What follows belongs to an exercise in optimizing a design on an open flow for a short achievable clock period and few clock cycles; a production flow would make more cautious choices. The RTL of this run was laid out without a check of its function. Power figures rest on the tool's default switching activity, not on a simulated workload.

**design.v**
```verilog
package isa_pkg;
    typedef enum logic [3:0] {
        OP_ADD    = 4'h0,
        OP_SUB    = 4'h1,
        OP_AND    = 4'h2,
        OP_OR     = 4'h3,
        OP_XOR    = 4'h4,
        OP_ADDI   = 4'h5,
        OP_TID    = 4'h6,
        OP_SETLT  = 4'h7,
        OP_STORE  = 4'h8,
        OP_FINISH = 4'h9
    } opcode_t;
    typedef logic [2:0] reg_addr_t;
    typedef logic [2:0] warp_id_t;
    typedef struct packed {
        opcode_t    opcode;
        reg_addr_t  rd;
        reg_addr_t  rs1;
        reg_addr_t  rs2;
        logic [3:0] rsvd;
        logic [14:0] imm;
    } instr_t;
    typedef struct packed {
        logic        issue;
        warp_id_t    warp;
        opcode_t     alu;
        reg_addr_t   rd;
        reg_addr_t   rs1;
        reg_addr_t   rs2;
        logic [31:0] imm;
        logic        reg_we;
        logic        store_en;
        logic        mask_set;
    } lane_op_t;
endpackage
package core_pkg;
    typedef logic [31:0] data_t;
    typedef logic [9:0]  imem_addr_t;
    typedef logic [11:0] dmem_addr_t;
    typedef struct packed {
        logic [2:0] num_warps;
        imem_addr_t base_addr;
    } kernel_cfg_t;
    typedef enum logic [1:0] {
        SCHED_IDLE,
        SCHED_PICK,
        SCHED_FETCH,
        SCHED_EXEC
    } sched_state_t;
    typedef struct packed {
        logic       valid;
        dmem_addr_t addr;
        data_t      data;
    } store_req_t;
endpackage
module warp_scheduler (
    input  logic        clk,
    input  logic        reset,
    input  logic        start,
    input  logic [2:0]  cfg_num_warps,
    input  logic [9:0]  cfg_base_addr,
    output logic        done,
    output logic        imem_valid,
    output logic [9:0]  imem_addr,
    input  logic        imem_ready,
    input  logic [3:0]  imem_opcode,
    output logic        launch,       
    output logic        capture,      
    output logic [3:0]  warp_live,
    input  logic        room,         
    input  logic        drained,      
    input  logic        r_busy        
);
    logic running;
    logic fin_seen;
    logic cap_fin;
    assign launch  = start && !running;
    assign capture = imem_valid && imem_ready;
    assign cap_fin = capture && (imem_opcode == isa_pkg::OP_FINISH);
    always_ff @(posedge clk or negedge reset) begin
        if (!reset) begin
            running    <= 1'b0;
            fin_seen   <= 1'b0;
            done       <= 1'b0;
            imem_valid <= 1'b0;
            imem_addr  <= '0;
            warp_live  <= '0;
        end else if (!running) begin
            if (start) begin
                done <= (cfg_num_warps == 3'd0);
                if (cfg_num_warps != 3'd0) begin
                    running    <= 1'b1;
                    fin_seen   <= 1'b0;
                    imem_valid <= 1'b1;
                    imem_addr  <= cfg_base_addr;
                    warp_live  <= {cfg_num_warps >= 3'd4, cfg_num_warps >= 3'd3,
                                   cfg_num_warps >= 3'd2, 1'b1};
                end
            end
        end else begin
            if (capture) begin
                imem_addr  <= imem_addr + 10'd1;
                imem_valid <= !cap_fin && room;
                if (cap_fin) fin_seen <= 1'b1;
            end else if (!imem_valid && !fin_seen && room) begin
                imem_valid <= 1'b1;
            end
            if ((cap_fin || fin_seen) && !r_busy && drained) begin
                done    <= 1'b1;
                running <= 1'b0;
            end
        end
    end
endmodule
module instr_decoder (
    input  logic [31:0] instr,
    output logic [2:0]  rs1,
    output logic [2:0]  rs2,
    output logic [2:0]  rd,
    output logic [31:0] imm,
    output logic        reg_we,    
    output logic        use_logic, 
    output logic [1:0]  logic_sel, 
    output logic        b_inv,     
    output logic        b_imm,     
    output logic        setlt,
    output logic        store
);
    logic [3:0] opc;
    assign opc = instr[31:28];
    assign rd  = instr[27:25];
    assign rs1 = instr[24:22];
    assign rs2 = instr[21:19];
    assign imm = {{17{instr[14]}}, instr[14:0]};
    always_comb begin
        reg_we    = 1'b0;
        use_logic = 1'b0;
        logic_sel = 2'd0;
        b_inv     = 1'b0;
        b_imm     = 1'b0;
        setlt     = 1'b0;
        store     = 1'b0;
        case (opc)
            isa_pkg::OP_ADD:    reg_we = 1'b1;
            isa_pkg::OP_SUB:    begin reg_we = 1'b1; b_inv = 1'b1; end
            isa_pkg::OP_AND:    begin reg_we = 1'b1; use_logic = 1'b1; logic_sel = 2'd0; end
            isa_pkg::OP_OR:     begin reg_we = 1'b1; use_logic = 1'b1; logic_sel = 2'd1; end
            isa_pkg::OP_XOR:    begin reg_we = 1'b1; use_logic = 1'b1; logic_sel = 2'd2; end
            isa_pkg::OP_ADDI:   begin reg_we = 1'b1; b_imm = 1'b1; end
            isa_pkg::OP_TID:    begin reg_we = 1'b1; use_logic = 1'b1; logic_sel = 2'd3; end
            isa_pkg::OP_SETLT:  begin setlt = 1'b1; b_inv = 1'b1; end
            isa_pkg::OP_STORE:  begin store = 1'b1; b_imm = 1'b1; end
            default: ;
        endcase
        if (rd == 3'd0) reg_we = 1'b0;
    end
endmodule
module thread_lane #(
    parameter int TID = 0
) (
    input  logic        clk,
    input  logic        reset,
    input  logic        launch,       
    input  logic        warp_live,    
    input  logic        r_valid,
    input  logic [2:0]  r_rs1,
    input  logic [2:0]  r_rs2,
    input  logic [31:0] r_imm,
    input  logic        r_reg_we,
    input  logic        r_use_logic,
    input  logic [1:0]  r_logic_sel,
    input  logic        r_b_inv,
    input  logic        r_b_imm,
    input  logic        r_store,
    input  logic        x_cin,
    input  logic        x_setlt,
    input  logic [7:1]  x_rd_hot,
    input  logic [2:0]  x_rs2,
    output logic        x_store,
    output logic [11:0] x_addr,
    output logic [31:0] x_data
);
    logic [7:1][31:0] regs;
    logic             mask;
    logic [31:0] a;
    logic [31:0] b;
    logic [31:0] lres;
    logic [31:0] xa;
    logic [31:0] xb;
    logic        xwe;
    logic [31:0] sum;
    logic        lt;
    function automatic logic [31:0] rd_reg(input logic [7:1][31:0] r, input logic [2:0] sel);
        rd_reg = (sel == 3'd0) ? 32'd0 : r[sel];
    endfunction
    assign a = rd_reg(regs, r_rs1);
    assign b = rd_reg(regs, r_rs2);
    always_comb begin
        case (r_logic_sel)
            2'd0:    lres = a & b;
            2'd1:    lres = a | b;
            2'd2:    lres = a ^ b;
            default: lres = 32'(TID);
        endcase
    end
    always_ff @(posedge clk) begin
        xa <= r_use_logic ? 32'd0 : a;
        if (r_use_logic)  xb <= lres;
        else if (r_b_inv) xb <= ~b;
        else if (r_b_imm) xb <= r_imm;
        else              xb <= b;
    end
    always_ff @(posedge clk or negedge reset) begin
        if (!reset) begin
            xwe     <= 1'b0;
            x_store <= 1'b0;
        end else begin
            xwe     <= r_valid && r_reg_we && mask && warp_live;
            x_store <= r_valid && r_store && mask && warp_live;
        end
    end
    assign sum = xa + xb + 32'(x_cin);
    assign lt = (xa[31] == xb[31]) ? xa[31] : sum[31];
    always_ff @(posedge clk) begin
        for (int i = 1; i < 8; i++) begin
            if (xwe && x_rd_hot[i]) regs[i] <= sum;
        end
        if (launch)       mask <= 1'b1;
        else if (x_setlt) mask <= lt;
    end
    assign x_addr = sum[11:0];
    assign x_data = rd_reg(regs, x_rs2);
endmodule
module lane_collector #(
    parameter int QD = 4
) (
    input  logic              clk,
    input  logic              reset,
    input  logic [3:0]        g_valid,
    input  logic [3:0][11:0]  g_addr,
    input  logic [3:0][31:0]  g_data,
    output logic [$clog2(QD+1)-1:0] count_next,
    output logic              store_valid,
    output logic [11:0]       store_addr,
    output logic [31:0]       store_data
);
    localparam int CW = $clog2(QD+1);
    logic [QD-1:0][3:0]        qm;
    logic [QD-1:0][3:0][11:0]  qa;
    logic [QD-1:0][3:0][31:0]  qd;
    logic [CW-1:0]             qc;
    logic [1:0] hw;
    logic [3:0] hrest;
    logic       pop;
    logic [1:0] gw;
    logic [3:0] grest;
    logic       qempty;
    logic       enq;
    logic [3:0] enq_m;
    logic [CW-1:0] enq_pos;
    function automatic logic [1:0] lowest(input logic [3:0] m);
        if (m[0])      lowest = 2'd0;
        else if (m[1]) lowest = 2'd1;
        else if (m[2]) lowest = 2'd2;
        else           lowest = 2'd3;
    endfunction
    assign qempty = (qc == '0);
    assign hw     = lowest(qm[0]);
    assign hrest  = qm[0] & (qm[0] - 4'd1);
    assign pop    = !qempty && (hrest == 4'd0);
    assign gw     = lowest(g_valid);
    assign grest  = g_valid & (g_valid - 4'd1);
    always_comb begin
        if (qempty) begin
            enq   = (grest != 4'd0);
            enq_m = grest;
        end else begin
            enq   = (g_valid != 4'd0);
            enq_m = g_valid;
        end
        enq_pos    = qc - CW'(pop);
        count_next = qc - CW'(pop) + CW'(enq);
    end
    always_ff @(posedge clk or negedge reset) begin
        if (!reset) begin
            qc          <= '0;
            store_valid <= 1'b0;
        end else begin
            qc          <= count_next;
            store_valid <= !qempty || (g_valid != 4'd0);
        end
    end
    always_ff @(posedge clk) begin
        if (qempty) begin
            store_addr <= g_addr[gw];
            store_data <= g_data[gw];
        end else begin
            store_addr <= qa[0][hw];
            store_data <= qd[0][hw];
        end
        for (int i = 0; i < QD; i++) begin
            if (enq && CW'(i) == enq_pos) begin
                qm[i] <= enq_m;
                qa[i] <= g_addr;
                qd[i] <= g_data;
            end else if (pop) begin
                qm[i] <= qm[(i < QD - 1) ? i + 1 : i];
                qa[i] <= qa[(i < QD - 1) ? i + 1 : i];
                qd[i] <= qd[(i < QD - 1) ? i + 1 : i];
            end else if (i == 0 && !qempty) begin
                qm[0] <= hrest;
            end
        end
    end
endmodule
module simt_core #(
    parameter int WARPS   = 4,
    parameter int THREADS = 4
) (
    input  logic                                 clk,
    input  logic                                 reset,
    input  logic                                 start,
    input  logic [2:0]                           cfg_num_warps,
    input  logic [9:0]                           cfg_base_addr,
    output logic                                 done,
    output logic                                 imem_valid,
    output logic [9:0]                           imem_addr,
    input  logic                                 imem_ready,
    input  logic [31:0]                          imem_data,
    output logic [THREADS-1:0]                   store_valid,
    output logic [THREADS*12-1:0]                store_addr,
    output logic [THREADS*32-1:0]                store_data
);
    localparam int QD = 4;
    localparam int CW = $clog2(QD+1);
    logic        launch;
    logic        capture;
    logic [3:0]  warp_live;
    logic        room;
    logic        drained;
    logic [31:0] ir;
    logic        r_valid;
    always_ff @(posedge clk) begin
        ir <= imem_data;
    end
    always_ff @(posedge clk or negedge reset) begin
        if (!reset) r_valid <= 1'b0;
        else        r_valid <= capture && (imem_data[31:28] != isa_pkg::OP_FINISH);
    end
    warp_scheduler u_sched (
        .clk           (clk),
        .reset         (reset),
        .start         (start),
        .cfg_num_warps (cfg_num_warps),
        .cfg_base_addr (cfg_base_addr),
        .done          (done),
        .imem_valid    (imem_valid),
        .imem_addr     (imem_addr),
        .imem_ready    (imem_ready),
        .imem_opcode   (imem_data[31:28]),
        .launch        (launch),
        .capture       (capture),
        .warp_live     (warp_live),
        .room          (room),
        .drained       (drained),
        .r_busy        (r_valid)
    );
    logic [2:0]  r_rs1, r_rs2, r_rd;
    logic [31:0] r_imm;
    logic        r_reg_we, r_use_logic, r_b_inv, r_b_imm, r_setlt, r_store;
    logic [1:0]  r_logic_sel;
    instr_decoder u_dec (
        .instr     (ir),
        .rs1       (r_rs1),
        .rs2       (r_rs2),
        .rd        (r_rd),
        .imm       (r_imm),
        .reg_we    (r_reg_we),
        .use_logic (r_use_logic),
        .logic_sel (r_logic_sel),
        .b_inv     (r_b_inv),
        .b_imm     (r_b_imm),
        .setlt     (r_setlt),
        .store     (r_store)
    );
    logic        x_cin;
    logic        x_setlt;
    logic [7:1]  x_rd_hot;
    logic [2:0]  x_rs2;
    always_ff @(posedge clk) begin
        x_cin <= r_b_inv;
        x_rs2 <= r_rs2;
        for (int i = 1; i < 8; i++) x_rd_hot[i] <= (r_rd == 3'(i));
    end
    always_ff @(posedge clk or negedge reset) begin
        if (!reset) x_setlt <= 1'b0;
        else        x_setlt <= r_valid && r_setlt;
    end
    logic [15:0]       x_store;
    logic [15:0][11:0] x_addr;
    logic [15:0][31:0] x_data;
    for (genvar t = 0; t < 16; t++) begin : g_thr
        thread_lane #(.TID(t)) u_thr (
            .clk         (clk),
            .reset       (reset),
            .launch      (launch),
            .warp_live   (warp_live[t / 4]),
            .r_valid     (r_valid),
            .r_rs1       (r_rs1),
            .r_rs2       (r_rs2),
            .r_imm       (r_imm),
            .r_reg_we    (r_reg_we),
            .r_use_logic (r_use_logic),
            .r_logic_sel (r_logic_sel),
            .r_b_inv     (r_b_inv),
            .r_b_imm     (r_b_imm),
            .r_store     (r_store),
            .x_cin       (x_cin),
            .x_setlt     (x_setlt),
            .x_rd_hot    (x_rd_hot),
            .x_rs2       (x_rs2),
            .x_store     (x_store[t]),
            .x_addr      (x_addr[t]),
            .x_data      (x_data[t])
        );
    end
    logic [3:0][CW-1:0] q_next;
    logic [3:0]         l_room;
    logic [3:0]         l_empty;
    for (genvar l = 0; l < 4; l++) begin : g_lane
        lane_collector #(.QD(QD)) u_q (
            .clk         (clk),
            .reset       (reset),
            .g_valid     ({x_store[12 + l], x_store[8 + l], x_store[4 + l], x_store[l]}),
            .g_addr      ({x_addr[12 + l], x_addr[8 + l], x_addr[4 + l], x_addr[l]}),
            .g_data      ({x_data[12 + l], x_data[8 + l], x_data[4 + l], x_data[l]}),
            .count_next  (q_next[l]),
            .store_valid (store_valid[l]),
            .store_addr  (store_addr[l*12 +: 12]),
            .store_data  (store_data[l*32 +: 32])
        );
        assign l_room[l]  = (q_next[l] <= CW'(QD - 2));
        assign l_empty[l] = (q_next[l] == '0);
    end
    assign room    = &l_room;
    assign drained = &l_empty;
endmodule
```
**constraint.sdc**
```tcl
create_clock -name core_clock -period 10.0 [get_ports {clk}]
set_input_delay 2.0000 -clock core_clock [delete_from_list [all_inputs] [get_ports {clk}]]
set_output_delay 2.0000 -clock core_clock [all_outputs]
set_load 0.01 [all_outputs]
```
**config.mk**
```make
export PLATFORM = sky130hd
export DESIGN_NAME = simt_core
export DESIGN_NICKNAME = simt_core
export VERILOG_FILES = /design/flow/design.v
export SDC_FILE = /design/flow/constraint.sdc
export NUM_CORES = 8
export LEC_CHECK = 0
export CAP_MARGIN = 20
export CORE_MARGIN = 2
export CORE_UTILIZATION = 40
export SLEW_MARGIN = 20
```
**run.sh**
```bash
#!/bin/bash
# synth_recipe.tcl (not shown) runs the flow's synth.tcl, then flattens the netlist and writes it again
# the make line also repeats each setting of config.mk as NAME=value (left out here)
make -C /OpenROAD-flow-scripts/flow DESIGN_CONFIG=/design/flow/config.mk WORK_HOME=/design/flow/orfs CLKGATE_MAP_FILE= SYNTH_SCRIPT=/design/flow/synth_recipe.tcl finish
```
==> notes.md <==
==> cell families after synthesis <==
kind of cell | count (synthesis)
flip-flops | 7791
multiplexers | 4316
AO/OA/AOI/OAI | 9029
AND/OR/NAND/NOR | 9752
adder cells (fa/ha/maj) | 1572
XOR/XNOR | 470
buffers and inverters | 4114
==> cell usage in the layout (no fill, tap or decap), drive strengths merged, types with 28 or more instances in the layout <==
cell | netlist | routed
nand2 | 4294 | 4294
nor2b | 70 | 70
mux4 | 1536 | 1536
or3 | 35 | 35
nand2b | 99 | 99
a31oi | 1579 | 1579
o21a | 105 | 105
o22ai | 496 | 496
buf | 763 | 703
ha | 1527 | 1527
o21ai | 1800 | 1800
o21bai | 55 | 55
a21oi | 4341 | 4341
diode | 0 | 265
xnor2 | 350 | 350
clkinv | 3 | 321
clkdlybuf4s50 | 0 | 235
nor2 | 4775 | 4775
clkbuf | 2029 | 1153
mux2i | 930 | 930
dfrtp | 68 | 68
inv | 1319 | 1357
edfxtp | 6464 | 6464
dfxtp | 1259 | 1259
o211ai | 28 | 28
xor2 | 120 | 120
mux2 | 1850 | 1850
bufinv | 0 | 86
a21o | 155 | 155
fa | 32 | 32
and3 | 67 | 67
a211oi | 262 | 262
nor3 | 95 | 95
nand3 | 81 | 81
and2 | 147 | 147
==> power by group <==
part | total (mW) | switching (mW) | internal [mW]
Combinational | 30.7 | 21.4 | 9.32
Sequential | 48.5 | 2.06 | 46.4
Clock | 32.8 | 13.9 | 18.8
==> worst max path at each step <==
stage          cells after the start                              endpoint  slack [ns]                          start
2_1_floorplan                     13         g_lane[2].u_q.qa[0]$_DFFE_PP_        2.85  g_lane[2].u_q.qm[2]$_DFFE_PP_
3_3_place_gp                      11       g_lane[3].u_q.qd[277]$_DFFE_PP_        3.58  g_lane[3].u_q.qm[2]$_DFFE_PP_
3_5_place_dp                      11       g_lane[3].u_q.qd[277]$_DFFE_PP_        3.57  g_lane[3].u_q.qm[2]$_DFFE_PP_
4_1_cts                           11       g_lane[3].u_q.qd[275]$_DFFE_PP_        3.54  g_lane[3].u_q.qm[2]$_DFFE_PP_
5_1_grt                           11       g_lane[3].u_q.qd[276]$_DFFE_PP_        3.22  g_lane[3].u_q.qm[2]$_DFFE_PP_
6_report                          15  g_lane[0].u_q.store_data[16]$_DFF_P_        3.46               x_rs2[0]$_DFF_P_
==> routing by layer <==
metal  part of all wire  global-route usage  vias to the layer above  wire length, µm
met5            0.00028                   0                        -              394
met3               0.11              0.0550                     3729           150000
met1               0.38               0.337                   156000           546000
li1                   -                   -                   134000                -
met2               0.45               0.414                    18300           642000
met4              0.056               0.143                       58            80200
==> state kept, by name, summed over array words and instances, names as in the netlist, 4 cells and up, named ones only <==
name	cells
x_rd_hot	7
ir	24
g_thr.u_thr.x_store	16
u_sched.imem_addr	10
g_thr.u_thr.xa	512
g_thr.u_thr.xb	512
g_lane.u_q.qm	64
g_lane.u_q.qc	12
g_lane.u_q.store_data	128
u_sched.warp_live	4
g_lane.u_q.store_addr	48
g_lane.u_q.store_valid	4
g_thr.u_thr.xwe	16
g_thr.u_thr.mask	16
g_lane.u_q.qd	2048
g_thr.u_thr.regs	3584
g_lane.u_q.qa	768
==> cell type report <==
class / instances / area (µm²)
fill: 93100 / 572000
inverter: 1322 / 4990
tap: 13700 / 17100
sequential: 7791 / 221000
antenna: 265 / 663
clock buffer: 1153 / 23600
multi-input combinational: 25100 / 178000
clock inverter: 463 / 5260
timing repair buffer: 938 / 9150
==> worst max-delay path: cells and delay by family (launching register included) <==
family	cells	cell delay [ns]
DFF	1	0.85
xor gates and xnor gates	1	0.89
buffers and inverters	3	1.68
and+or+nand+nor	3	0.82
AOI/OAI and AO/OA	5	1.27
muxes	2	0.32
adders and majority gates	1	0.44
==> stage by stage <==
stage,power [mW],utilization
after floorplan,67.9,-
after global placement,78.5,0.417
after detailed placement,79.4,0.417
after CTS,112,0.445
after global routing,116,0.445
final,112,0.446
==> run_results.csv <==
group,metric,value,unit
run_status,status,"timing/DRC/antenna clean",
yosys,synth_top_area_frac,0.469,
critical_path,slowest_delay,0.89,ns
final_layout,area_growth,11.1,%
timing,layout_setup_ws,3.46,ns
detailed_routing,first_pass_iters,12,
critical_path,arrival,7.56,ns
placed_design,hpwl,827000,µm
timing,drv_slew,0,
yosys,syn_nets,38700,
critical_path,endpoint_kind,"register",
final_layout,nets,37700,
power_and_ir_drop,p_per_area,243,nW/µm²
detailed_routing,drt_iter0_markers,36700,
worst_hold_path,holdPathEnd,"x_rs2[1]$_DFF_P_",
placed_design,io_buffers,236,
power_and_ir_drop,ir_drop,467,µV
critical_path,slowest_stage,"xor2_4",
yosys,synth-simple-area-share,0.0922,
yosys,synth-xor-area-share,0.00995,
grt,antenna_found_initial,139,
clocking,cts_buffers,858,
grt,grt_pass1_vias,306000,
grt,grt_usage,0.262,
floorplan,dieArea,1040000,µm²
critical_path,path_cells,"inv_8 > ha_1 > xor2_4 > buf_4 > buf_12 > nand2_1 > a21oi_1 > a31oi_1 > nor2_1 > a21oi_1 > nor2_1 > mux2i_1 > o21ai_0 > mux2i_1 > a21oi_1",
critical_path,required,11.02,ns
yosys,synth_top_family_by_area,"multiplexers",
clocking,post_cts_resized,0,
critical_path,crit_fanout,83,
yosys,yosysWarnings,20,
clocking,post-cts-setup-buffers,0,
grt,grt_max_degree,193,
yosys,syn_area_per_cell,11.2,µm²
yosys,synth_area_leaders,"edfxtp_1 (47%), mux4_2 (8.4%), dfxtp_1 (6.1%)",
timing,worst_slew_pin_slew,1.35,ns
detailed_routing,vias,312000,
clocking,cts_tree,"yes",
placed_design,gp_congestion,0.853,
timing,rsz0062_at_grt,"false",
floorplan,die_y,1020,µm
critical_path,r2r_slack,3.46,ns
yosys,ys_types,90,
timing,setup_viol,0,
yosys,ys_ff_latch,7791,
yosys,synth.top_cells.by_count,"edfxtp_1 (6464), nor2_1 (4775), a21oi_1 (4339), nand2_1 (4294), clkbuf_1 (2029)",
clocking,htree_levels,6,
timing,whs,0.418,ns
yosys,synth_top_cell_by_area,"edfxtp_1",
floorplan,die_w,1020,µm
flow_run,cap_violations,0,
floorplan,placementRows,373,
detailed_routing,drcViolationCount,0,
timing,fmax,0.153,GHz
yosys,netlist_instances,37000,
floorplan,core,1030000,µm²
worst_hold_path,min_from,"ir[20]$_DFF_P_",
critical_path,worstSetupPathType,"register to register",
clocking,clk_latency,1.23,ns
clocking,clk_path_buf_depth,5,
power_and_ir_drop,p_leak,167,nW
yosys,synth_ff_type,"edfxtp_1",
final_layout,layout-drive-gt1-share,0.153,
timing,fin_skew,0.0885,ns
yosys,synth.most_common_cell,"edfxtp_1",
timing,tns,0,ns
detailed_routing,wl_per_cell,28.0,µm
detailed_routing,antenna_left,0,
critical_path,crit_top_cell,"a21oi_1",
yosys,ys_seq_area_frac,0.534,
worst_hold_path,holdPathStages,0,
placed_design,placed_cell_area,430000,µm²
placed_design,placed_cells,48900,
placed_design,dp_slack,3.57,ns
yosys,synth_edf_count,6464,
detailed_routing,via_per_inst,6.14,
critical_path,regToRegStartpoint,"x_rs2[0]$_DFF_P_",
yosys,synth_adder_area_share,0.0480,
worst_hold_path,hold_class,"register to register",
floorplan,initial_utilization,0.401,
grt,overflow,0,
clocking,clock-sinks,7791,
final_layout,fin_area,460000,µm²
yosys,synthMuxAreaShare,0.156,
critical_path,reg2reg_to,"g_lane[0].u_q.store_data[16]$_DFF_P_",
yosys,synth_area,414000,µm²
critical_path,startpoint_type,"register",
yosys,async_flop_share,0.00873,
timing,min_period_over_period,0.654,
timing,period_needed,6.54,ns
yosys,synth_compound_area_frac,0.121,
clocking,cts-root-buf,"clkbuf_16",
clocking,cts_hold_buffers,0,
detailed_routing,drt-total-wl,1420000,µm
final_layout,finalNonFillerCells,50800,
grt,grt_pass1_wl,2040000,µm
timing,hold_viol,0,
clocking,clk_pin_slew_worst_paths,0.06,ns
timing,maxSlewHeadroom,0.101,
floorplan,num_io_pins,241,
critical_path,reg2reg_depth,15,

## what the ideal ports hide
The flow's constraints put no driver on any port. The routed layout listed below was extracted and timed again, unchanged, in two steps.
Step 1: set_driving_cell puts a clkbuf_16 on clk and a buf_2 on each other input, an assumption about the parent block.
Step 2 times the ports against the registers' clock, not the clock port: input delays grow and output delays shrink by t, the midpoint of the rising clock arrivals with the driver on.
Three values: ideal ports, drivers, drivers and shift; two values: the first two.
shift t [ns]: 1.336
setup WS [ns]: 3.457 / 3.457 / 3.457
clock arrival spread, ns: 0.103 / 0.103
worst data-port slew with drivers (ns): 0.41
cell pins on the clock port's net: 1
After both steps setup and hold are still met in this run. For this run, drivers alone change the setup slack by 0.000 ns; drivers and shift together by 0.000 ns.
